What follows belongs to an exercise in optimizing a design on an open flow for small area, a short achievable clock period and few clock cycles; a production flow would make more cautious choices.
At most, simulation tests tie the RTL to the original design; equivalence was not proved.
The RTL of runs 3 and 4 was laid out without a check of its function.
No activity file was given, so power comes from the tool's default toggle rates.

==> design.v <==
module transpose_pingpong #(
  parameter  int VALUE_WIDTH     = 17,
  parameter  int N               = 8,
  localparam int AXIS_DATA_WIDTH = 8 * ((VALUE_WIDTH - 1) / 8 + 1)
) (
  input  logic                       i_clk,
  input  logic                       i_aresetn,
  input  logic                       i_axis_TVALID,
  output logic                       o_axis_TREADY,
  input  logic [AXIS_DATA_WIDTH-1:0] i_axis_TDATA,
  input  logic                       i_axis_TLAST,
  output logic                       o_axis_TVALID,
  input  logic                       i_axis_TREADY,
  output logic [AXIS_DATA_WIDTH-1:0] o_axis_TDATA,
  output logic                       o_axis_TLAST,
  output logic                       o_tlast_err
);
  localparam int VW    = VALUE_WIDTH;
  localparam int DEPTH = N * N;        
  localparam int AW    = $clog2(DEPTH);
  localparam int D1   = 7;
  localparam int D2   = 14;
  localparam int D3   = 28;
  localparam int TAIL = DEPTH - 3 - D1 - D2 - D3;    
  logic pad_unused;
  assign pad_unused = ^i_axis_TDATA;
  logic [AW-1:0] c1, c2;
  logic          fpar;        
  logic          fp1, fp2;    
  assign c2  = c1 + 1'b1;
  assign fp2 = fp1 ^ (&c1);
  logic          s1, s2, s3;  
  logic [AW-1:0] q1, q2, q3;
  assign q1 = c1 - AW'(1);
  assign q2 = c1 - AW'(D1 + 2);
  assign q3 = c1 - AW'(D1 + D2 + 3);
  always_ff @(posedge i_clk) begin
    s1 <= q1[3] & ~q1[0];
    s2 <= q2[4] & ~q2[1];
    s3 <= q3[5] & ~q3[2];
  end
  logic [VW-1:0] ring_in;
  logic [VW-1:0] p0, p1, p2;
  logic [VW-1:0] b1 [D1];
  logic [VW-1:0] b2 [D2];
  logic [VW-1:0] b3 [D3];
  logic [VW-1:0] tl [TAIL];
  logic [VW-1:0] y1, y2, y3;
  logic [VW-1:0] ring_out;    
  logic [VW-1:0] ring_next;   
  assign y1 = s1 ? p0 : b1[D1-1];
  assign y2 = s2 ? p1 : b2[D2-1];
  assign y3 = s3 ? p2 : b3[D3-1];
  assign ring_out  = tl[TAIL-1];
  assign ring_next = tl[TAIL-2];
  always_ff @(posedge i_clk) begin
    p0    <= ring_in;
    b1[0] <= s1 ? b1[D1-1] : p0;
    for (int i = 1; i < D1; i++) b1[i] <= b1[i-1];
    p1    <= y1;
    b2[0] <= s2 ? b2[D2-1] : p1;
    for (int i = 1; i < D2; i++) b2[i] <= b2[i-1];
    p2    <= y2;
    b3[0] <= s3 ? b3[D3-1] : p2;
    for (int i = 1; i < D3; i++) b3[i] <= b3[i-1];
    tl[0] <= y3;
    for (int i = 1; i < TAIL; i++) tl[i] <= tl[i-1];
  end
  logic [AW-1:0] wp;          
  logic          wpar;        
  logic          have_out;    
  logic [AW-1:0] rp;          
  logic          rpar;        
  logic          ready_q;
  logic          accept;
  logic          load;
  logic          w_last;
  logic          r_last;
  logic [VW-1:0] o_value;
  logic          bn_q;        
  logic          eq_next;     
  logic [AW-1:0] dd;          
  logic          sink_free;
  logic          a_last;
  logic          x_next;
  logic [3:0]    rdy_case;    
  logic          ready_n;
  logic          bn_n;
  logic ready_port;
  always_ff @(posedge i_clk) begin
    ready_port <= ready_n && i_aresetn;
  end
  assign o_axis_TREADY = ready_port;
  assign ring_in   = ready_q ? i_axis_TDATA[VW-1:0] : ring_out;
  assign accept    = i_axis_TVALID && ready_q;
  assign w_last    = &wp;
  assign r_last    = &rp;
  assign sink_free = !o_axis_TVALID || i_axis_TREADY;
  assign a_last    = accept && w_last;
  assign load = (bn_q || a_last) && sink_free;
  assign x_next = have_out && (c2 == rp) && (fp2 == rpar);
  assign bn_n   = load ? !r_last : (x_next && !a_last);
  always_comb begin
    logic gone;
    logic lt, lt1;
    gone = have_out && r_last;
    lt   = (dd != '0);        
    lt1  = (dd[AW-1:1] != '0);  
    rdy_case[0] = eq_next && (!have_out || lt) &&
                  ((wp == '0) ? (!have_out || (fp1 == rpar)) : (fp1 == wpar));
    rdy_case[1] = eq_next &&
                  ((wp == '0) ? (!have_out || gone || (fp1 == rpar)) : (fp1 == wpar));
    rdy_case[2] = !w_last && (!have_out || lt1);
    rdy_case[3] = w_last || !have_out || gone || lt;
  end
  logic [3:0] rdy_late;       
  always_comb begin
    logic fr0, fr1;           
    fr0 = !o_axis_TVALID;
    fr1 = 1'b1;
    rdy_late[0] = rdy_case[{1'b0, bn_q && fr0}];
    rdy_late[1] = rdy_case[{1'b0, bn_q && fr1}];
    rdy_late[2] = rdy_case[{ready_q, (bn_q || (ready_q && w_last)) && fr0}];
    rdy_late[3] = rdy_case[{ready_q, (bn_q || (ready_q && w_last)) && fr1}];
  end
  assign ready_n = rdy_late[{i_axis_TVALID, i_axis_TREADY}];
  logic [AW-1:0] dd_inc, dd_dec, dd_n;
  assign dd_inc = dd + 1'b1;
  assign dd_dec = dd - 1'b1;
  always_comb begin
    case ({accept, load})
      2'b01:   dd_n = dd_inc;
      2'b10:   dd_n = w_last ? '0 : dd_dec;
      2'b11:   dd_n = w_last ? AW'(1) : dd;
      default: dd_n = dd;
    endcase
  end
  always_ff @(posedge i_clk or negedge i_aresetn) begin
    if (!i_aresetn) begin
      c1          <= AW'(0);
      fpar        <= 1'b1;
      fp1         <= 1'b0;
      wp          <= '0;
      wpar        <= 1'b0;
      rp          <= '0;
      rpar        <= 1'b0;
      have_out    <= 1'b0;
      bn_q        <= 1'b0;
      eq_next     <= 1'b1;
      dd          <= '0;
      ready_q     <= 1'b0;
      o_tlast_err <= 1'b0;
    end else begin
      c1          <= c2;
      fpar        <= fp1;
      fp1         <= fp2;
      bn_q        <= bn_n;
      eq_next     <= !accept && (wp == c2);
      dd          <= dd_n;
      ready_q     <= ready_n;
      o_tlast_err <= accept && (i_axis_TLAST != w_last);
      if (accept) begin
        if (wp == '0) wpar <= fpar;
        wp <= wp + 1'b1;
      end
      if (a_last) begin
        have_out <= 1'b1;
        rpar     <= ~wpar;
        rp       <= AW'(load);
      end else if (load) begin
        rp <= rp + 1'b1;
        if (r_last) have_out <= 1'b0;
      end
    end
  end
  always_ff @(posedge i_clk) begin
    if (sink_free) begin
      o_value      <= ring_next;
      o_axis_TLAST <= r_last;
    end
  end
  logic o_sign_a, o_sign_b;
  always_ff @(posedge i_clk) begin
    o_sign_a <= sink_free ? ring_next[VW-1] : o_value[VW-1];
    o_sign_b <= sink_free ? ring_next[VW-1] : o_sign_a;
  end
  always_ff @(posedge i_clk or negedge i_aresetn) begin
    if (!i_aresetn) begin
      o_axis_TVALID <= 1'b0;
    end else if (sink_free) begin
      o_axis_TVALID <= load;
    end
  end
  assign o_axis_TDATA = {{(AXIS_DATA_WIDTH - VW - 3){o_sign_b}}, {4{o_sign_a}}, o_value[VW-2:0]};
endmodule
==> flow/run.sh <==
#!/bin/bash
# The standard layout (standard.sh), with two changes to how it is made:
# the port buffers are plain buf_2 cells, and the resizer may change a cell's
# footprint while repairing (the platform otherwise restricts it to cells of
# the same footprint, which keeps slow delay cells on the ports).
set -euo pipefail
bash standard.sh MATCH_CELL_FOOTPRINT=0 "BUFFER_PORTS_ARGS=-buffer_cell sky130_fd_sc_hd__buf_2" finish > standard_flow.log 2>&1
==> standard.sh <==
#!/bin/bash
# synth_recipe.tcl (not shown) runs the flow's synth.tcl, then flattens the netlist and writes it again
# the make line also repeats each setting of config.mk as NAME=value (left out here)
make -C /OpenROAD-flow-scripts/flow DESIGN_CONFIG=/design/flow/config.mk WORK_HOME=/design/flow/orfs CLKGATE_MAP_FILE= SYNTH_SCRIPT=/design/flow/synth_recipe.tcl "${@:-finish}"
==> config.mk <==
export PLATFORM = sky130hd
export DESIGN_NAME = transpose_pingpong
export DESIGN_NICKNAME = transpose_pingpong
export VERILOG_FILES = /design/flow/design.v
export SDC_FILE = /design/flow/constraint.sdc
export NUM_CORES = 4
export LEC_CHECK = 0
export ABC_CLOCK_PERIOD_IN_PS = 2000
export CAP_MARGIN = 20
export CORE_MARGIN = 2
export CORE_UTILIZATION = 60
export CTS_BUF_LIST = sky130_fd_sc_hd__clkbuf_16 sky130_fd_sc_hd__clkbuf_8
export CTS_CLUSTER_DIAMETER = 70
export CTS_CLUSTER_SIZE = 34
export PLACE_DENSITY = 0.75
export SETUP_SLACK_MARGIN = 2.1
export SLEW_MARGIN = 20
==> constraint.sdc <==
create_clock -name core_clock -period 4.0 [get_ports {i_clk}]
set_input_delay 0.8000 -clock core_clock [delete_from_list [all_inputs] [get_ports {i_clk}]]
set_output_delay 0.8000 -clock core_clock [all_outputs]
set_load 0.01 [all_outputs]
==> metrics.md, run 1 <==
| Metric | Value |
|---|---|
| Critical Path AT | `1140 ps` |
| Routability cong. | `0.811` |
| Synth Net Count | `1522` |
| Fin. Hold Viols | `0` |
| Clock root buffer | `clkbuf_16` |
| WS Path Type | `reg -> out` |
| Ant diodes | `0` |
| Critical path data required time | `3200 ps` |
| CTS Buf Count | `40` |
| Share of layout cells above drive strength 1 | `15.6%` |
| Antenna-violating nets left | `0` |
| Cell Area, Synth | `0.0260 mm²` |
| Area grow syn2layout | `7.72%` |
| Fin nets | `1576` |
| Status | `no timing/DRC/antenna violations` |
| Die span in x | `212 µm` |
| Post-synth EDFFs | `18` |
| Critical-path cell list | `buf_2` |
| Skew final | `21.6 ps` |
| Die footprint | `0.0451 mm²` |
| PortBufs | `49` |
| Finished Layout Cells | `2136` |
| RSZ-0062 raised after global routing | `yes` |
| Top FF cell, synth | `dfxtp_1` |
| Simple-gate share of the synthesized area | `1.60%` |
| First-pass GRT wire length | `49.1 mm` |
| Relative slew slack | `48.4%` |
| Slew Viols, Final | `0` |
| Setup TNS | `0 ps` |
| Post-synth top area share | `84.1%` |
| Largest family of logic cells by synthesized area | `multiplexers` |
| Post-DP HPWL | `17.2 mm` |
| Via-per-instance ratio | `4.48` |
| Final Cycle Share | `48.5%` |
| CTS sink count | `1146` |
| Pin count of the biggest net entering global routing | `36` |
| # DRC | `0` |
| Power density cells | `607 mW/mm²` |
| H-tree level count | `2` |
| Post-Synth Adder-Cell Area | `0.385%` |
| CP Capture Type | `output port` |
| Yosys cell types | `45` |
| CORE AREA | `0.0430 mm²` |
| Slowest CP cell | `edfxtp_1` |
| # hold bufs at CTS | `0` |
| Via count | `9565` |
| Per-cell routed wire length | `14.4 µm` |
| Seq cells post-synth | `1146` |
| Total GRT Usage | `13.9%` |
| Final min period | `1940 ps` |
| First-pass DRT Iterations | `5` |
| CP top delay family | `flip-flops` |
| Slowest stage delay, CP | `400 ps` |
| Mux cell area share after synthesis | `5.19%` |
| Grt total ovfl | `0` |
| Synth Instances | `1485` |
| Max_cap viols | `0` |
| Synth warn | `5` |
| Buf/Inv on CP | `1` |
| Worst Tran Pin Value | `774 ps` |
| Most common cell after layout, fill and taps aside | `dfxtp_1` |
| Avg Synthesized Cell Area | `17.5 µm²` |
| Clock latency (worst-skew pair) | `580 ps` |
| Initial Utilization | `60.6%` |
| Die Y | `212 µm` |
| Util after Layout | `65.2%` |
| Initial antenna violation count | `0` |
| Lkg Pwr | `11.4 nW` |
| Iter 0 DRT Violations | `567` |
| Post-Synth XOR/XNOR Area | `1.18%` |
| Clock Pin Slew Worst Setup and Hold Paths | `110 ps` |
| FFs w/ async S/R, synth | `2.97%` |
| Critical Path Source Type | `flop` |
| Area leader, netlist | `dfxtp_1` |
| Area contributors post-synth | `dfxtp_1 (84%), mux2_2 (5.2%), dfrtp_1 (3.1%), edfxtp_1 (2.1%), buf_4 (0.69%)` |
| Worst vdd ir | `0.419 mV` |
| Final WL | `30.7 mm` |
| Setup violations, final | `0` |
| Register area share after synthesis | `89.5%` |
| Longest Clk Path Bufs | `3` |
| Fmax | `0.516 GHz` |
| TritonCTS clock tree | `built` |
| Most frequent cells in the layout | `dfxtp_1 (1090), mux2_2 (120), clkbuf_16 (41), buf_2 (41), dfrtp_1 (28)` |
| Hold Crit Class | `in -> async` |
| Rows | `76` |
| Worst-path maximum fanout | `1` |
| Compound-Gate Fraction of Synth Area | `0.932%` |
| # IOs | `57` |
| Post-Place Cells | `2079` |
| Vias in the first global route | `9479` |
## final timing paths
| path | from | end | slack, ps | cells after the start |
|---|---|---|---|---|
| worst min register to register | b3[15][5] | b3[16][5] | 320 | 0 |
| worst max-delay path | o_value[6] | o_axis_TDATA[6] | 2060 | 1 |
| worst min-delay path | i_aresetn | dd[2] | 280 | 1 |
| max in group asynchronous | i_aresetn | ready_q | 3180 | 1 |
| worst max register to register | ready_q | dd[4] | 2110 | 5 |
| min in group core_clock | b3[15][5] | b3[16][5] | 320 | 0 |
## sequential cells by signal (all words and copies together) (netlist names), 6 cells and up
| name | cells |
|---|---|
| o_value | 17 |
| p0 | 17 |
| p1 | 17 |
| dd | 6 |
| rp | 6 |
| b2 | 238 |
| wp | 6 |
| tl | 204 |
| b1 | 119 |
| b3 | 476 |
| p2 | 17 |
| c1 | 6 |
## report_power, final
group / total (W) / switching [W] / internal, W
logic: 0.000234 / 0.000122 / 0.000112
registers: 0.0118 / 0.000129 / 0.0117
clock network: 0.00501 / 0.00308 / 0.00193
## metrics by stage
step                      instance area [µm²]  total power, W  hold WS [ps]  setup WS [ps]
after floorplan                         26100          0.0122           310           2070
after global placement                  26800          0.0122           310           1650
after detailed placement                26800          0.0123           312           1550
after CTS                               28000          0.0171           270           2000
after global routing                    28000          0.0176           313           2000
final                                   28000          0.0170           277           2060
## synthesized netlist by cell type (2+ instances only)
| library cell | count |
|---|---|
| a21oi_1 | 7 |
| a31oi_1 | 4 |
| and2_1 | 3 |
| and3_1 | 5 |
| and4_1 | 2 |
| buf_1 | 4 |
| buf_2 | 3 |
| buf_4 | 24 |
| buf_6 | 2 |
| clkbuf_1 | 12 |
| dfrtp_1 | 32 |
| dfstp_2 | 2 |
| dfxtp_1 | 1094 |
| edfxtp_1 | 18 |
| ha_1 | 8 |
| inv_1 | 10 |
| mux2_2 | 120 |
| nand2_1 | 26 |
| nand3_1 | 10 |
| nand4_1 | 9 |
| nor2_1 | 14 |
| nor3_1 | 2 |
| nor3b_1 | 2 |
| nor4_1 | 2 |
| o211ai_1 | 2 |
| o21ai_0 | 12 |
| o22ai_1 | 2 |
| o311ai_0 | 2 |
| o41ai_1 | 2 |
| or3_1 | 2 |
| xnor2_1 | 16 |
| xor2_1 | 19 |
## layout make-up
cell class                 instances  area, µm²
sequential                      1146      23300
timing repair buffer              57        355
tap                              585        732
clock buffer                      42       1040
clock inverter                    12       87.6
fill                            2850      14900
multi-input combinational        283       2470
inverter                          11       48.8
## metal layers
layer / up-vias / GRT usage [%] / share of wire, %
li1: 4810 / - / -
met1: 4535 / 20.3 / 51
met2: 160 / 20.9 / 43
met3: 60 / 2.95 / 3.5
met4: 0 / 4.17 / 2.4
met5: - / 0 / 0
## repair_timing
item                       in CTS  in global routing
setup endpoints to repair      54                 32
buffers inserted                0                  3
resized for setup              11                 13
pin swaps                       0                  1
## logic make-up after synthesis
family | count (synthesis)
compound gates | 38
simple gates | 82
fa+ha+maj | 8
buf+inv | 56
xor+xnor | 35
mux | 120
flops | 1146
Testbench counts, summed over its fixed seeds: cycles 16,904.
==> inputs of run 2 (changes only) <==
--- a/config.mk
+++ b/config.mk
@@ -9,9 +9,9 @@
 export CAP_MARGIN = 20
 export CORE_MARGIN = 2
-export CORE_UTILIZATION = 60
+export CORE_UTILIZATION = 66
 export CTS_BUF_LIST = sky130_fd_sc_hd__clkbuf_16 sky130_fd_sc_hd__clkbuf_8
 export CTS_CLUSTER_DIAMETER = 70
 export CTS_CLUSTER_SIZE = 34
-export PLACE_DENSITY = 0.75
-export SETUP_SLACK_MARGIN = 2.1
+export PLACE_DENSITY = 0.8
+export SETUP_SLACK_MARGIN = 2.0
 export SLEW_MARGIN = 20
==> metrics.md, run 2 <==
| Metric | Value |
|---|---|
| Status | `no timing/DRC/antenna violations (unchanged)` |
| Share of layout cells above drive strength 1 | `15.2% (was 15.6%)` |
| Fin nets | `1573 (was 1576)` |
| Biggest regs | `b3 x476, b2 x238, tl x204 (unchanged)` |
| Worst vdd ir | `0.425 mV (was 0.419 mV)` |
| Met1 Usage GRT | `23.0% (was 20.3%)` |
| Setup TNS | `0 ps (unchanged)` |
| # DRC | `0 (unchanged)` |
| Max reg flops | `476 (unchanged)` |
| Ant diodes | `0 (unchanged)` |
| Skew final | `18.2 ps (was 21.6 ps)` |
| Longest Clk Path Bufs | `3 (unchanged)` |
| WS Path Type | `reg -> out (unchanged)` |
| CP Capture Type | `output port (unchanged)` |
| Max_cap viols | `0 (unchanged)` |
| Slew Viols, Final | `0 (unchanged)` |
| Initial antenna violation count | `0 (unchanged)` |
| Lkg Pwr | `11.4 nW (about the same)` |
| Routability cong. | `0.794 (was 0.811)` |
| H-tree level count | `2 (unchanged)` |
| Count leader, synth | `dfxtp_1 (unchanged)` |
| Avg Synthesized Cell Area | `17.5 µm² (unchanged)` |
| Synth Net Count | `1522 (unchanged)` |
| Final min period | `1940 ps (about the same)` |
| Clock Pin Slew Worst Setup and Hold Paths | `120 ps (was 110 ps)` |
| Vias in the first global route | `9996 (was 9479)` |
| Post-synth top area share | `84.1% (unchanged)` |
| Pin count of the biggest net entering global routing | `36 (unchanged)` |
| Area contributors post-synth | `dfxtp_1 (84%), mux2_2 (5.2%), dfrtp_1 (3.1%), edfxtp_1 (2.1%), buf_4 (0.69%) (unchanged)` |
| Most common cell after layout, fill and taps aside | `dfxtp_1 (unchanged)` |
| CTS Buf Count | `40 (unchanged)` |
| Worst path setup slack after routing | `2060 ps (about the same)` |
| Initial Utilization | `67.0% (was 60.6%)` |
| Post-DP HPWL | `17.7 mm (was 17.2 mm)` |
| Synth Instances | `1485 (unchanged)` |
| Grt total ovfl | `0 (unchanged)` |
| Most frequent cells in the layout | `dfxtp_1 (1092), mux2_2 (120), buf_2 (49) (was dfxtp_1 (1090), mux2_2 (120), clkbuf_16 (41), buf_2 (41), dfrtp_1 (28))` |
| Worst-path maximum fanout | `1 (unchanged)` |
| Relative slew slack | `48.4% (about the same)` |
| Top FF cell, synth | `dfxtp_1 (unchanged)` |
| Post-DP Area | `0.0267 mm² (was 0.0268 mm²)` |
| Area grow syn2layout | `7.03% (was 7.72%)` |
| Fmax | `0.516 GHz (about the same)` |
| Critical Path Source Type | `flop (unchanged)` |
| Critical-path cell list | `buf_2 (unchanged)` |
| Final Cycle Share | `48.5% (about the same)` |
| Yosys cell types | `45 (unchanged)` |
| Design Area, Final | `0.0279 mm² (was 0.0280 mm²)` |
| CORE AREA | `0.0388 mm² (was 0.0430 mm²)` |
| Clock root buffer | `clkbuf_16 (unchanged)` |
| RSZ-0062 raised after global routing | `yes (unchanged)` |
| Slowest stage delay, CP | `420 ps (was 400 ps)` |
| Buf/Inv on CP | `1 (unchanged)` |
| Die footprint | `0.0410 mm² (was 0.0451 mm²)` |
| First-pass GRT wire length | `52.5 mm (was 49.1 mm)` |
| CP top delay family | `flip-flops (unchanged)` |
| Cell Area, Synth | `0.0260 mm² (unchanged)` |
| Area leader, netlist | `dfxtp_1 (unchanged)` |
| Via-per-instance ratio | `4.68 (was 4.48)` |
| CTS sink count | `1146 (unchanged)` |
| FFs w/ async S/R, synth | `2.97% (unchanged)` |
| Met3 Resource Use GR | `2.86% (was 2.95%)` |
| Critical path data required time | `3200 ps (about the same)` |
| First-pass DRT Iterations | `5 (unchanged)` |
| Worst Tran Pin Value | `775 ps (was 774 ps)` |
| # IOs | `57 (unchanged)` |
| PortBufs | `49 (unchanged)` |
| Antenna-violating nets left | `0 (unchanged)` |
| Largest reg by FF count | `b3 (unchanged)` |
| Seq cells post-synth | `1146 (unchanged)` |
| TritonCTS clock tree | `built (unchanged)` |
| Critical Path AT | `1140 ps (about the same)` |
| Per-cell routed wire length | `15.6 µm (was 14.4 µm)` |
| Hold Crit Class | `in -> async (unchanged)` |
| Post-synth EDFFs | `18 (unchanged)` |
| Most frequent cells after synthesis | `dfxtp_1 (1094), mux2_2 (120), dfrtp_1 (32), nand2_1 (26), buf_4 (24) (unchanged)` |
| Placement Setup Slack | `1640 ps (was 1550 ps)` |
| Register area share after synthesis | `89.5% (unchanged)` |
| Clock latency (worst-skew pair) | `580 ps (about the same)` |
| Met2 GRT Util | `26.1% (was 20.9%)` |
| Total GRT Usage | `16.2% (was 13.9%)` |
| Rows | `72 (was 76)` |
| Synth warn | `5 (unchanged)` |
| Die span in x | `203 µm (was 212 µm)` |
| Setup violations, final | `0 (unchanged)` |
| Fin. Hold Viols | `0 (unchanged)` |
| Via count | `9672 (was 9565)` |
| Die Y | `203 µm (was 212 µm)` |
| Slowest CP cell | `edfxtp_1 (unchanged)` |
| Power density cells | `613 mW/mm² (was 607 mW/mm²)` |
| Iter 0 DRT Violations | `419 (was 567)` |
| Final WL | `32.3 mm (was 30.7 mm)` |
| Most Used Layer, Global Route | `met2 (unchanged)` |
run 2: timing repair:
action | 4_1_cts | 5_1_grt
hold buffers | 0 | 0
endpoints found under the setup margin | 4 | 36
gates resized for setup | 2 | 6
setup buffers | 0 | 0
run 2: logic make-up after synthesis:
kind of cell	synth area share, %
buffers and inverters	1.23
adder cells (fa/ha/maj)	0.385
AO/OA/AOI/OAI	0.932
XOR/XNOR	1.18
flip-flops	89.5
multiplexers	5.19
AND/OR/NAND/NOR	1.60
run 2: power by group:
part | leakage [nW] | switching, W | internal (W) | total (W)
clock | 0.586 | 0.00308 | 0.00199 | 0.00507
combinational | 1.32 | 0.000122 | 0.000103 | 0.000226
sequential | 9.50 | 0.000126 | 0.0117 | 0.0118
total | 11.4 | 0.00333 | 0.0138 | 0.0171
run 2: worst paths after layout:
check / from / end / slack (ps) / depth (start not counted)
min in group core_clock: b3[11][16] / b3[12][16] / 330 / 0
worst max register to register: c1[0] / eq_next / 2090 / 5
worst min-delay path: i_aresetn / c1[2] / 300 / 1
worst max-delay path: o_value[13] / o_axis_TDATA[13] / 2060 / 1
worst min register to register: b3[11][16] / b3[12][16] / 330 / 0
max in group asynchronous: i_aresetn / ready_q / 3160 / 1
run 2: layout make-up:
type	count	area (µm²)
timing repair buffer	54	283
fill	2191	11000
clock inverter	12	103
sequential	1146	23300
clock buffer	42	1040
inverter	11	46.3
tap	518	648
multi-input combinational	283	2440
run 2: per-layer routing:
layer	wire length (µm)	vias to the layer above
met5	0	-
met4	643	0
met3	1180	53
met2	14700	150
met1	15800	4654
li1	-	4815
run 2: stage by stage:
stage / hold slack, ps / cells / utilization (%) / total power, W
after floorplan: 310 / 1485 / - / 0.0122
after global placement: 310 / 2012 / 68.7 / 0.0122
after detailed placement: 312 / 2012 / 68.7 / 0.0123
after CTS: 276 / 2066 / 71.7 / 0.0172
after global routing: 324 / 2066 / 71.8 / 0.0176
final: 297 / 2066 / 71.8 / 0.0171
==> inputs of run 3 (changes only) <==
--- a/design.v
+++ b/design.v
@@ -19,8 +19,10 @@
   localparam int DEPTH = N * N;        
   localparam int AW    = $clog2(DEPTH);
+  localparam int CW    = $clog2(N);
   localparam int D1   = 7;
   localparam int D2   = 14;
   localparam int D3   = 28;
   localparam int TAIL = DEPTH - 3 - D1 - D2 - D3;    
+  localparam int TAP  = TAIL - 1;                     
   logic pad_unused;
   assign pad_unused = ^i_axis_TDATA;
@@ -30,4 +32,6 @@
   assign c2  = c1 + 1'b1;
   assign fp2 = fp1 ^ (&c1);
+  logic [AW-1:0] ctp;
+  logic          ftp;
   logic          s1, s2, s3;  
   logic [AW-1:0] q1, q2, q3;
@@ -48,10 +52,10 @@
   logic [VW-1:0] y1, y2, y3;
   logic [VW-1:0] ring_out;    
-  logic [VW-1:0] ring_next;   
+  logic [VW-1:0] ring_tap;    
   assign y1 = s1 ? p0 : b1[D1-1];
   assign y2 = s2 ? p1 : b2[D2-1];
   assign y3 = s3 ? p2 : b3[D3-1];
   assign ring_out  = tl[TAIL-1];
-  assign ring_next = tl[TAIL-2];
+  assign ring_tap  = tl[0];
   always_ff @(posedge i_clk) begin
     p0    <= ring_in;
@@ -69,7 +73,14 @@
   logic [AW-1:0] wp;          
   logic          wpar;        
+  logic          rd_act;      
+  logic          rd_cmp;      
   logic          have_out;    
   logic [AW-1:0] rp;          
   logic          rpar;        
+  logic          e_rpar;      
+  logic          e_val;       
+  logic          avail;       
+  logic          lc;          
+  logic [AW-1:0] rp_swap;     
   logic          ready_q;
   logic          accept;
@@ -78,13 +89,10 @@
   logic          r_last;
   logic [VW-1:0] o_value;
-  logic          bn_q;        
   logic          eq_next;     
   logic [AW-1:0] dd;          
   logic          sink_free;
   logic          a_last;
-  logic          x_next;
   logic [3:0]    rdy_case;    
   logic          ready_n;
-  logic          bn_n;
   logic ready_port;
   always_ff @(posedge i_clk) begin
@@ -98,7 +106,11 @@
   assign sink_free = !o_axis_TVALID || i_axis_TREADY;
   assign a_last    = accept && w_last;
-  assign load = (bn_q || a_last) && sink_free;
-  assign x_next = have_out && (c2 == rp) && (fp2 == rpar);
-  assign bn_n   = load ? !r_last : (x_next && !a_last);
+  assign have_out = rd_act && rd_cmp;
+  assign e_val    = rd_act || (wp != '0);
+  assign e_rpar   = rd_act ? rpar : ~wpar;
+  assign rp_swap  = {rp[CW-1:0], rp[AW-1:CW]};
+  assign avail    = have_out || (rp_swap < wp);
+  assign lc       = e_val && (ctp == rp) && (ftp == e_rpar) && avail;
+  assign load     = lc && sink_free;
   always_comb begin
     logic gone;
@@ -111,5 +123,5 @@
     rdy_case[1] = eq_next &&
                   ((wp == '0) ? (!have_out || gone || (fp1 == rpar)) : (fp1 == wpar));
-    rdy_case[2] = !w_last && (!have_out || lt1);
+    rdy_case[2] = w_last ? (rp != '0) : (!have_out || lt1);
     rdy_case[3] = w_last || !have_out || gone || lt;
   end
@@ -119,18 +131,19 @@
     fr0 = !o_axis_TVALID;
     fr1 = 1'b1;
-    rdy_late[0] = rdy_case[{1'b0, bn_q && fr0}];
-    rdy_late[1] = rdy_case[{1'b0, bn_q && fr1}];
-    rdy_late[2] = rdy_case[{ready_q, (bn_q || (ready_q && w_last)) && fr0}];
-    rdy_late[3] = rdy_case[{ready_q, (bn_q || (ready_q && w_last)) && fr1}];
+    rdy_late[0] = rdy_case[{1'b0, lc && fr0}];
+    rdy_late[1] = rdy_case[{1'b0, lc && fr1}];
+    rdy_late[2] = rdy_case[{ready_q, lc && fr0}];
+    rdy_late[3] = rdy_case[{ready_q, lc && fr1}];
   end
   assign ready_n = rdy_late[{i_axis_TVALID, i_axis_TREADY}];
-  logic [AW-1:0] dd_inc, dd_dec, dd_n;
+  logic [AW-1:0] dd_inc, dd_dec, dd_n, rp_inc;
   assign dd_inc = dd + 1'b1;
   assign dd_dec = dd - 1'b1;
+  assign rp_inc = rp + 1'b1;
   always_comb begin
     case ({accept, load})
       2'b01:   dd_n = dd_inc;
-      2'b10:   dd_n = w_last ? '0 : dd_dec;
-      2'b11:   dd_n = w_last ? AW'(1) : dd;
+      2'b10:   dd_n = w_last ? rp : dd_dec;
+      2'b11:   dd_n = w_last ? rp_inc : dd;
       default: dd_n = dd;
     endcase
@@ -143,8 +156,10 @@
       wp          <= '0;
       wpar        <= 1'b0;
+      ctp         <= AW'(TAP - 1);
+      ftp         <= 1'b0;
       rp          <= '0;
       rpar        <= 1'b0;
-      have_out    <= 1'b0;
-      bn_q        <= 1'b0;
+      rd_act      <= 1'b0;
+      rd_cmp      <= 1'b0;
       eq_next     <= 1'b1;
       dd          <= '0;
@@ -155,5 +170,6 @@
       fpar        <= fp1;
       fp1         <= fp2;
-      bn_q        <= bn_n;
+      ctp         <= ctp + 1'b1;
+      ftp         <= ftp ^ (&ctp);
       eq_next     <= !accept && (wp == c2);
       dd          <= dd_n;
@@ -164,11 +180,14 @@
         wp <= wp + 1'b1;
       end
+      if (load) begin
+        rp     <= rp_inc;
+        rpar   <= e_rpar;
+        rd_act <= !r_last;
+        rd_cmp <= !r_last && have_out;
+      end
       if (a_last) begin
-        have_out <= 1'b1;
-        rpar     <= ~wpar;
-        rp       <= AW'(load);
-      end else if (load) begin
-        rp <= rp + 1'b1;
-        if (r_last) have_out <= 1'b0;
+        rd_act <= 1'b1;
+        rd_cmp <= 1'b1;
+        rpar   <= ~wpar;
       end
     end
@@ -176,5 +195,5 @@
   always_ff @(posedge i_clk) begin
     if (sink_free) begin
-      o_value      <= ring_next;
+      o_value      <= ring_tap;
       o_axis_TLAST <= r_last;
     end
@@ -182,6 +201,6 @@
   logic o_sign_a, o_sign_b;
   always_ff @(posedge i_clk) begin
-    o_sign_a <= sink_free ? ring_next[VW-1] : o_value[VW-1];
-    o_sign_b <= sink_free ? ring_next[VW-1] : o_sign_a;
+    o_sign_a <= sink_free ? ring_tap[VW-1] : o_value[VW-1];
+    o_sign_b <= sink_free ? ring_tap[VW-1] : o_sign_a;
   end
   always_ff @(posedge i_clk or negedge i_aresetn) begin
==> flow/run.sh (replaced) <==
#!/bin/bash
# The standard layout (standard.sh), with two changes to how it is made:
# the port buffers are plain buf_4 cells, and the resizer may change a cell's
# footprint while repairing (the platform otherwise restricts it to cells of
# the same footprint, which keeps slow delay cells on the ports).
set -euo pipefail
bash standard.sh MATCH_CELL_FOOTPRINT=0 "BUFFER_PORTS_ARGS=-buffer_cell sky130_fd_sc_hd__buf_4" finish > standard_flow.log 2>&1
--- a/config.mk
+++ b/config.mk
@@ -9,9 +9,9 @@
 export CAP_MARGIN = 20
 export CORE_MARGIN = 2
-export CORE_UTILIZATION = 66
+export CORE_UTILIZATION = 60
 export CTS_BUF_LIST = sky130_fd_sc_hd__clkbuf_16 sky130_fd_sc_hd__clkbuf_8
 export CTS_CLUSTER_DIAMETER = 70
 export CTS_CLUSTER_SIZE = 34
-export PLACE_DENSITY = 0.8
+export PLACE_DENSITY = 0.75
 export SETUP_SLACK_MARGIN = 2.0
 export SLEW_MARGIN = 20
==> metrics.md, run 3 <==
| Metric | Value |
|---|---|
| Most frequent cells in the layout | `dfxtp_1 (1093), mux2_2 (120), buf_4 (69) (was dfxtp_1 (1092), mux2_2 (120), buf_2 (49))` |
| First-pass DRT Iterations | `4 (was 5)` |
| Fin. Hold Viols | `0 (unchanged)` |
| Yosys cell types | `51 (was 45)` |
| Vias in the first global route | `10400 (was 9996)` |
| Synth warn | `5 (unchanged)` |
| Avg Synthesized Cell Area | `17.2 µm² (was 17.5 µm²)` |
| CP Capture Type | `flop (was output port)` |
| Area leader, netlist | `dfxtp_1 (unchanged)` |
| Initial antenna violation count | `0 (unchanged)` |
| M1 wire length | `16.9 mm (was 15.8 mm)` |
| Final min period | `2160 ps (was 1940 ps)` |
| Grt total ovfl | `0 (unchanged)` |
| Top FF cell, synth | `dfxtp_1 (unchanged)` |
| Setup violations, final | `0 (unchanged)` |
| Most common cell after layout, fill and taps aside | `dfxtp_1 (unchanged)` |
| Cell Area, Synth | `0.0267 mm² (was 0.0260 mm²)` |
| Total GRT Usage | `14.9% (was 16.2%)` |
| WS Path Type | `reg -> reg (was reg -> out)` |
| Area grow syn2layout | `10.6% (was 7.03%)` |
| Final WL | `33.6 mm (was 32.3 mm)` |
| Detail Route met3 WL | `959 µm (was 1.18 mm)` |
| Pin count of the biggest net entering global routing | `43 (was 36)` |
| Hold WS | `162 ps (was 297 ps)` |
| CORE AREA | `0.0440 mm² (was 0.0388 mm²)` |
| PortBufs | `49 (unchanged)` |
| Slew Viols, Final | `0 (unchanged)` |
| R2r worst-path depth | `9 (was 5)` |
| Biggest regs | `b3 x476, b2 x238, tl x204 (unchanged)` |
| R2R setup slack | `1840 ps (was 2090 ps)` |
| Antenna-violating nets left | `0 (unchanged)` |
| Rows | `77 (was 72)` |
| CTS Buf Count | `43 (was 40)` |
| Die Y | `215 µm (was 203 µm)` |
| Reg2reg end | `ready_port (was eq_next)` |
| Area contributors post-synth | `dfxtp_1 (82%), mux2_2 (5.1%), dfrtp_1 (3.5%), edfxtp_1 (2.0%), xnor2_1 (0.95%) (was dfxtp_1 (84%), mux2_2 (5.2%), dfrtp_1 (3.1%), edfxtp_1 (2.1%), buf_4 (0.69%))` |
| Placement Setup Slack | `1280 ps (was 1640 ps)` |
| Critical Path Source Type | `flop (unchanged)` |
| Worst path setup slack after routing | `1840 ps (was 2060 ps)` |
| Worst Tran Pin Value | `986 ps (was 775 ps)` |
| Die span in x | `215 µm (was 203 µm)` |
| # hold bufs at CTS | `0 (unchanged)` |
| Lkg Pwr | `12.0 nW (was 11.4 nW)` |
| FFs w/ async S/R, synth | `3.56% (was 2.97%)` |
| Max reg flops | `476 (unchanged)` |
| Via-per-instance ratio | `4.50 (was 4.68)` |
| Worst r2r src | `wp[0] (was c1[0])` |
| TritonCTS clock tree | `built (unchanged)` |
| Critical Path AT | `2670 ps (was 1140 ps)` |
| Die footprint | `0.0462 mm² (was 0.0410 mm²)` |
| Clock Pin Slew Worst Setup and Hold Paths | `110 ps (was 120 ps)` |
| Max layer used | `met4 (unchanged)` |
| Post-synth top area share | `82.1% (was 84.1%)` |
| Hold Crit Class | `in -> async (unchanged)` |
| Setup TNS | `0 ps (unchanged)` |
| Initial Utilization | `60.6% (was 67.0%)` |
| Routability cong. | `0.789 (was 0.794)` |
| Power density cells | `598 mW/mm² (was 613 mW/mm²)` |
| Fin nets | `1679 (was 1573)` |
| Status | `no timing/DRC/antenna violations (unchanged)` |
| Clock latency (worst-skew pair) | `590 ps (was 580 ps)` |
| Via count | `10100 (was 9672)` |
| Clock root buffer | `clkbuf_16 (unchanged)` |
| H-tree level count | `2 (unchanged)` |
| Skew final | `37.3 ps (was 18.2 ps)` |
| # DRC | `0 (unchanged)` |
| Longest Clk Path Bufs | `3 (unchanged)` |
| Synth Instances | `1549 (was 1485)` |
| Critical path data required time | `4500 ps (was 3200 ps)` |
| Post-synth EDFFs | `18 (unchanged)` |
| Largest reg by FF count | `b3 (unchanged)` |
| Max_cap viols | `0 (unchanged)` |
| Worst-path maximum fanout | `6 (was 1)` |
| Count leader, synth | `dfxtp_1 (unchanged)` |
| Post-DP HPWL | `18.5 mm (was 17.7 mm)` |
| DR WL met2 | `14.6 mm (was 14.7 mm)` |
| RSZ-0062 raised after global routing | `yes (unchanged)` |
| Per-cell routed wire length | `14.9 µm (was 15.6 µm)` |
| Share of layout cells above drive strength 1 | `19.7% (was 15.2%)` |
| Relative slew slack | `34.3% (was 48.4%)` |
| First-pass GRT wire length | `54.5 mm (was 52.5 mm)` |
| CTS sink count | `1153 (was 1146)` |
| Fmax | `0.462 GHz (was 0.516 GHz)` |
| # IOs | `57 (unchanged)` |
| Synth Net Count | `1593 (was 1522)` |
| Worst vdd ir | `0.332 mV (was 0.425 mV)` |
| Most frequent cells after synthesis | `dfxtp_1 (1094), mux2_2 (121), dfrtp_1 (37), nand2_1 (29), xnor2_1 (29) (was dfxtp_1 (1094), mux2_2 (120), dfrtp_1 (32), nand2_1 (26), buf_4 (24))` |
| Iter 0 DRT Violations | `535 (was 419)` |
| Seq cells post-synth | `1153 (was 1146)` |
| Register area share after synthesis | `88.0% (was 89.5%)` |
| Final Cycle Share | `54.1% (was 48.5%)` |
## run 3: cell count changes after synthesis, moves of 5 or more
cell and delta:
nor3_1 +8, ha_1 +7, xnor2_1 +13, inv_1 +8, dfrtp_1 +5
## run 3: worst max path at each step
stage,from,depth (start not counted),end,slack [ps]
2_1_floorplan,wp[1],7,ready_port,1960
3_3_place_gp,rp[4],6,ready_port,1310
3_5_place_dp,rp[4],6,ready_port,1280
4_1_cts,wp[1],8,ready_port,1850
5_1_grt,wp[5],10,dd[3],1740
6_report,wp[0],9,ready_port,1840
## run 3: final cells by class
| type | instances | area [µm²] |
|---|---|---|
| clock buffer | 46 | 1140 |
| inverter | 18 | 67.6 |
| sequential | 1153 | 23500 |
| antenna | 2 | 5.00 |
| tap | 592 | 741 |
| timing repair buffer | 91 | 783 |
| multi-input combinational | 328 | 3050 |
| clock inverter | 21 | 228 |
| fill | 2839 | 14500 |
## run 3: per-stage QoR
stage / cells / cell area (µm²) / util [%] / total power, W
6_report: 2251 / 29500 / 67.0 / 0.0176
3_3_place_gp: 2143 / 27500 / 62.5 / 0.0122
5_1_grt: 2249 / 29500 / 67.0 / 0.0182
4_1_cts: 2246 / 29300 / 66.6 / 0.0177
2_1_floorplan: 1549 / 26700 / - / 0.0121
3_5_place_dp: 2143 / 27500 / 62.5 / 0.0122
## run 3: power breakdown
part	internal (W)	total [W]	switching (W)	leakage [nW]
clock	0.00222	0.00547	0.00326	0.695
sequential	0.0116	0.0117	0.0000794	9.55
combinational	0.000265	0.000459	0.000194	1.79
## run 3: timing repair
| item | CTS | global route |
|---|---|---|
| gates resized for setup | 36 | 30 |
| pin swaps | 6 | 7 |
| endpoints found under the setup margin | 24 | 28 |
| setup buffers | 35 | 3 |
| cloned | 1 | 0 |
## run 3: routing by layer
metal | GRT usage, % | vias up
met4 | 5.88 | 0
met2 | 22.5 | 120
li1 | - | 5101
met1 | 21.6 | 4840
met3 | 2.41 | 76
met5 | 0 | -
## run 3: kinds of logic after synthesis
| kind of cell | Yosys count | share of synthesized area (%) |
|---|---|---|
| buf+inv | 69 | 1.42 |
| mux | 125 | 5.28 |
| compound gates | 39 | 1.06 |
| fa+ha+maj | 15 | 0.704 |
| xor+xnor | 46 | 1.51 |
| simple gates | 102 | 2.02 |
| flops | 1153 | 88.0 |
## run 3: worst max-delay path, cell delays in order, from the launching register on
cell	delay (ps)
dfrtp_2	440
inv_2	70
ha_2	170
nor3b_4	150
a211oi_2	250
o32ai_4	160
nor3_4	220
buf_12	150
mux2_4	300
and2_1	150
==> inputs of run 4 (changes only) <==
--- a/config.mk
+++ b/config.mk
@@ -9,9 +9,9 @@
 export CAP_MARGIN = 20
 export CORE_MARGIN = 2
-export CORE_UTILIZATION = 60
+export CORE_UTILIZATION = 50
 export CTS_BUF_LIST = sky130_fd_sc_hd__clkbuf_16 sky130_fd_sc_hd__clkbuf_8
 export CTS_CLUSTER_DIAMETER = 70
 export CTS_CLUSTER_SIZE = 34
-export PLACE_DENSITY = 0.75
+export PLACE_DENSITY = 0.7
 export SETUP_SLACK_MARGIN = 2.0
 export SLEW_MARGIN = 20
==> metrics.md, run 4 <==
| Metric | Value |
|---|---|
| Status | `no timing/DRC/antenna violations (unchanged)` |
| Slew Viols, Final | `0 (unchanged)` |
| Iter 0 DRT Violations | `493 (was 535)` |
| # hold bufs at CTS | `0 (unchanged)` |
| First-pass GRT wire length | `52.9 mm (was 54.5 mm)` |
| Count leader, synth | `dfxtp_1 (unchanged)` |
| Die Y | `235 µm (was 215 µm)` |
| Detail Route met3 WL | `1.05 mm (was 959 µm)` |
| Power, Total | `0.0175 W (was 0.0176 W)` |
| FFs w/ async S/R, synth | `3.56% (unchanged)` |
| CTS sink count | `1153 (unchanged)` |
| Setup violations, final | `0 (unchanged)` |
| Critical path data required time | `4490 ps (was 4500 ps)` |
| CORE AREA | `0.0527 mm² (was 0.0440 mm²)` |
| Final Cycle Share | `53.3% (was 54.1%)` |
| Grt total ovfl | `0 (unchanged)` |
| Biggest regs | `b3 x476, b2 x238, tl x204 (unchanged)` |
| Share of layout cells above drive strength 1 | `18.9% (was 19.7%)` |
| Critical Path AT | `2630 ps (was 2670 ps)` |
| Most frequent cells in the layout | `dfxtp_1 (1091), mux2_2 (120), buf_4 (63) (was dfxtp_1 (1093), mux2_2 (120), buf_4 (69))` |
| Hold WS | `159 ps (was 162 ps)` |
| Reg2reg end | `dd[5] (was ready_port)` |
| R2R setup slack | `1870 ps (was 1840 ps)` |
| Ant diodes | `0 (was 2)` |
| Vias in the first global route | `10200 (was 10400)` |
| Combinational power share | `1.8% (was 2.6%)` |
| Seq cells post-synth | `1153 (unchanged)` |
| Hold Crit Class | `in -> async (unchanged)` |
| Worst setup path startpoint | `wp[0] (unchanged)` |
| Power density cells | `596 mW/mm² (was 598 mW/mm²)` |
| WS Path Type | `reg -> reg (unchanged)` |
| Area contributors post-synth | `dfxtp_1 (82%), mux2_2 (5.1%), dfrtp_1 (3.5%), edfxtp_1 (2.0%), xnor2_1 (0.95%) (unchanged)` |
| Worst-path maximum fanout | `6 (unchanged)` |
| DR WL met2 | `13.8 mm (was 14.6 mm)` |
| Clk pwr share | `31.4% (was 31.0%)` |
| Finished Layout Cells | `2334 (was 2251)` |
| Fin. Hold Viols | `0 (unchanged)` |
| Yosys cell types | `51 (unchanged)` |
| Die footprint | `0.0552 mm² (was 0.0462 mm²)` |
| Final WL | `32.7 mm (was 33.6 mm)` |
| Area grow syn2layout | `10.4% (was 10.6%)` |
| Design Area, Final | `0.0295 mm² (about the same)` |
| TritonCTS clock tree | `built (unchanged)` |
| CTS Buf Count | `43 (unchanged)` |
| Sw Ratio | `20.2% (was 20.0%)` |
| Post-synth EDFFs | `18 (unchanged)` |
| Worst Tran Pin Value | `1030 ps (was 986 ps)` |
| Max layer used | `met4 (unchanged)` |
| Simple-gate share of the synthesized area | `2.02% (unchanged)` |
| Die span in x | `235 µm (was 215 µm)` |
| R2r worst-path depth | `10 (was 9)` |
| Register area share after synthesis | `88.0% (unchanged)` |
| Synth Net Count | `1593 (unchanged)` |
| Worst r2r src | `wp[0] (unchanged)` |
| Cell Area, Synth | `0.0267 mm² (unchanged)` |
| Most common cell after layout, fill and taps aside | `dfxtp_1 (unchanged)` |
| Max_cap viols | `0 (unchanged)` |
| PortBufs | `49 (unchanged)` |
| Antenna-violating nets left | `0 (unchanged)` |
| Area leader, netlist | `dfxtp_1 (unchanged)` |
| Max reg flops | `476 (unchanged)` |
| Fin nets | `1667 (was 1679)` |
| Sequential Power Share | `66.8% (was 66.4%)` |
| Via-per-instance ratio | `4.29 (was 4.50)` |
| Top FF cell, synth | `dfxtp_1 (unchanged)` |
| Clock Pin Slew Worst Setup and Hold Paths | `110 ps (about the same)` |
| Via count | `10000 (was 10100)` |
| Mux cell area share after synthesis | `5.28% (unchanged)` |
| Post-DP Area | `0.0276 mm² (was 0.0275 mm²)` |
| Total GRT Usage | `11.8% (was 14.9%)` |
| Final min period | `2130 ps (was 2160 ps)` |
| Relative slew slack | `31.0% (was 34.3%)` |
| Post-Synth Adder-Cell Area | `0.704% (unchanged)` |
| First-pass DRT Iterations | `4 (unchanged)` |
| Initial Utilization | `50.7% (was 60.6%)` |
| CP Capture Type | `flop (unchanged)` |
| Synth Instances | `1549 (unchanged)` |
| # IOs | `57 (unchanged)` |
| Clock latency (worst-skew pair) | `620 ps (was 590 ps)` |
| Fmax | `0.469 GHz (was 0.462 GHz)` |
| Largest family of logic cells by synthesized area | `multiplexers (unchanged)` |
| Most frequent cells after synthesis | `dfxtp_1 (1094), mux2_2 (121), dfrtp_1 (37), nand2_1 (29), xnor2_1 (29) (unchanged)` |
| P_sw | `0.00354 W (was 0.00353 W)` |
| Routability cong. | `0.779 (was 0.789)` |
| M1 wire length | `17.0 mm (was 16.9 mm)` |
| Skew final | `35.2 ps (was 37.3 ps)` |
| Pin count of the biggest net entering global routing | `43 (unchanged)` |
| Synth warn | `5 (unchanged)` |
| Avg Synthesized Cell Area | `17.2 µm² (unchanged)` |
| Post-Place Cells | `2238 (was 2143)` |
| Filler cells | `3971 (was 2839)` |
| Largest reg by FF count | `b3 (unchanged)` |
| Clock root buffer | `clkbuf_16 (unchanged)` |
| Cell internal pwr | `0.0140 W (was 0.0141 W)` |
| Post-synth top area share | `82.1% (unchanged)` |
| Post-DP HPWL | `18.3 mm (was 18.5 mm)` |
| H-tree level count | `2 (unchanged)` |
| Longest Clk Path Bufs | `3 (unchanged)` |
| Initial antenna violation count | `0 (unchanged)` |
| Per-cell routed wire length | `14.0 µm (was 14.9 µm)` |
| Compound-Gate Fraction of Synth Area | `1.06% (unchanged)` |
| Rows | `84 (was 77)` |
| Critical Path Source Type | `flop (unchanged)` |
| RSZ-0062 raised after global routing | `yes (unchanged)` |
| Setup TNS | `0 ps (unchanged)` |
| Worst vdd ir | `0.355 mV (was 0.332 mV)` |
| Post-Synth XOR/XNOR Area | `1.51% (unchanged)` |
| Lkg Pwr | `12.0 nW (about the same)` |
| # DRC | `0 (unchanged)` |
[run 4: cell counts after synthesis]
Identical to the previous run, type by type.
[run 4: metrics by stage]
| step | util (%) | setup slack, ps |
|---|---|---|
| after global placement | 52.5 | 1290 |
| final | 55.9 | 1870 |
| after floorplan | - | 1960 |
| after global routing | 55.9 | 1780 |
| after CTS | 55.6 | 1790 |
| after detailed placement | 52.5 | 1240 |
[run 4: final cells by class]
class	instances	area (µm²)	share of cell area, %
sequential	1153	23500	79.7
multi-input combinational	328	3010	10.2
clock buffer	43	1080	3.65
tap	688	861	2.92
timing repair buffer	79	674	2.29
clock inverter	25	277	0.939
inverter	18	71.3	0.242
[run 4: cells by family (layout without fill, tap and decap cells)]
kind of cell	count (synthesis)	count (layout)
DFF	1153	1153
muxes	125	125
and+or+nand+nor	102	103
buffers and inverters	69	165
xor gates and xnor gates	46	46
AOI/OAI and AO/OA	39	39
adders and majority gates	15	15
[run 4: critical path, cell delays in order (launching register included)]
cell      delay [ps]
dfrtp_2          440
inv_2             70
ha_4             150
nor3b_4          150
a211oi_2         280
o32ai_4          170
nor3_4           170
buf_12           140
buf_4            110
mux2i_1          220
nand3_1           90
[run 4: per-layer routing]
metal / global-route usage (%) / vias to the layer above
met3: 2.46 / 49
met4: 3.80 / 0
li1: - / 5071
met5: 0 / -
met1: 17.6 / 4805
met2: 17.4 / 95
[run 4: power by group through the flow]
| stage | logic [W] | registers (W) | clock network, W |
|---|---|---|---|
| 5_1_grt | 0.000352 | 0.0117 | 0.00609 |
| 3_3_place_gp | 0.000240 | 0.0120 | 0 |
| 3_5_place_dp | 0.000249 | 0.0120 | 0 |
| 4_1_cts | 0.000307 | 0.0117 | 0.00569 |
| 2_1_floorplan | 0.000196 | 0.0119 | 0 |
| 6_report | 0.000319 | 0.0117 | 0.00551 |
[run 4: timing repair]
item / CTS / global route
buffers inserted: 17 / 10
cloned: 1 / 0
gates resized for setup: 35 / 27
pin swaps: 14 / 11
setup endpoints to repair: 30 / 53
[run 4: how the worst max path moves through the flow]
stage / endpoint / slack, ps
3_3_place_gp: ready_port / 1290
6_report: dd[5] / 1870
5_1_grt: dd[5] / 1780
2_1_floorplan: ready_port / 1960
3_5_place_dp: ready_port / 1240
4_1_cts: ready_port / 1790

## static timing again, ports no longer ideal
Ports are ideal in the flow. The routed layouts listed here were re-timed in OpenROAD. Step 1 sets driving cells, clkbuf_16 on the clock port and buf_2 on the other inputs (assumed; they add their load-dependent delay and slew). Step 2 adds t to the input delays and takes it off the output delays; t is the mean of the earliest and latest rising clock arrival at the registers after step 1. Input paths then give back, and output paths get back, about the clock's delay inside the block. a / b / c = ideal / step 1 / step 2; a / b = the first two.
run | t, ns | slack for setup (ns) | worst hold slack (ns) | clock arrival spread, ns
run 1 | 0.627 | 2.061 / 2.008 / 1.711 | 0.277 / 0.255 / 0.318 | 0.027 / 0.028
run 2 | 0.625 | 2.062 / 2.006 / 1.673 | 0.297 / 0.264 / 0.328 | 0.021 / 0.021
run 3 | 0.637 | 1.837 / 1.837 / 1.837 | 0.162 / 0.128 / 0.286 | 0.052 / 0.051
run 4 | 0.650 | 1.869 / 1.850 / 1.685 | 0.159 / 0.129 / 0.299 | 0.042 / 0.042
After both steps every run listed still meets setup and hold. The setup slack of run 2, which loses most, moves by -0.056 ns with the drivers and by -0.389 ns with both steps.
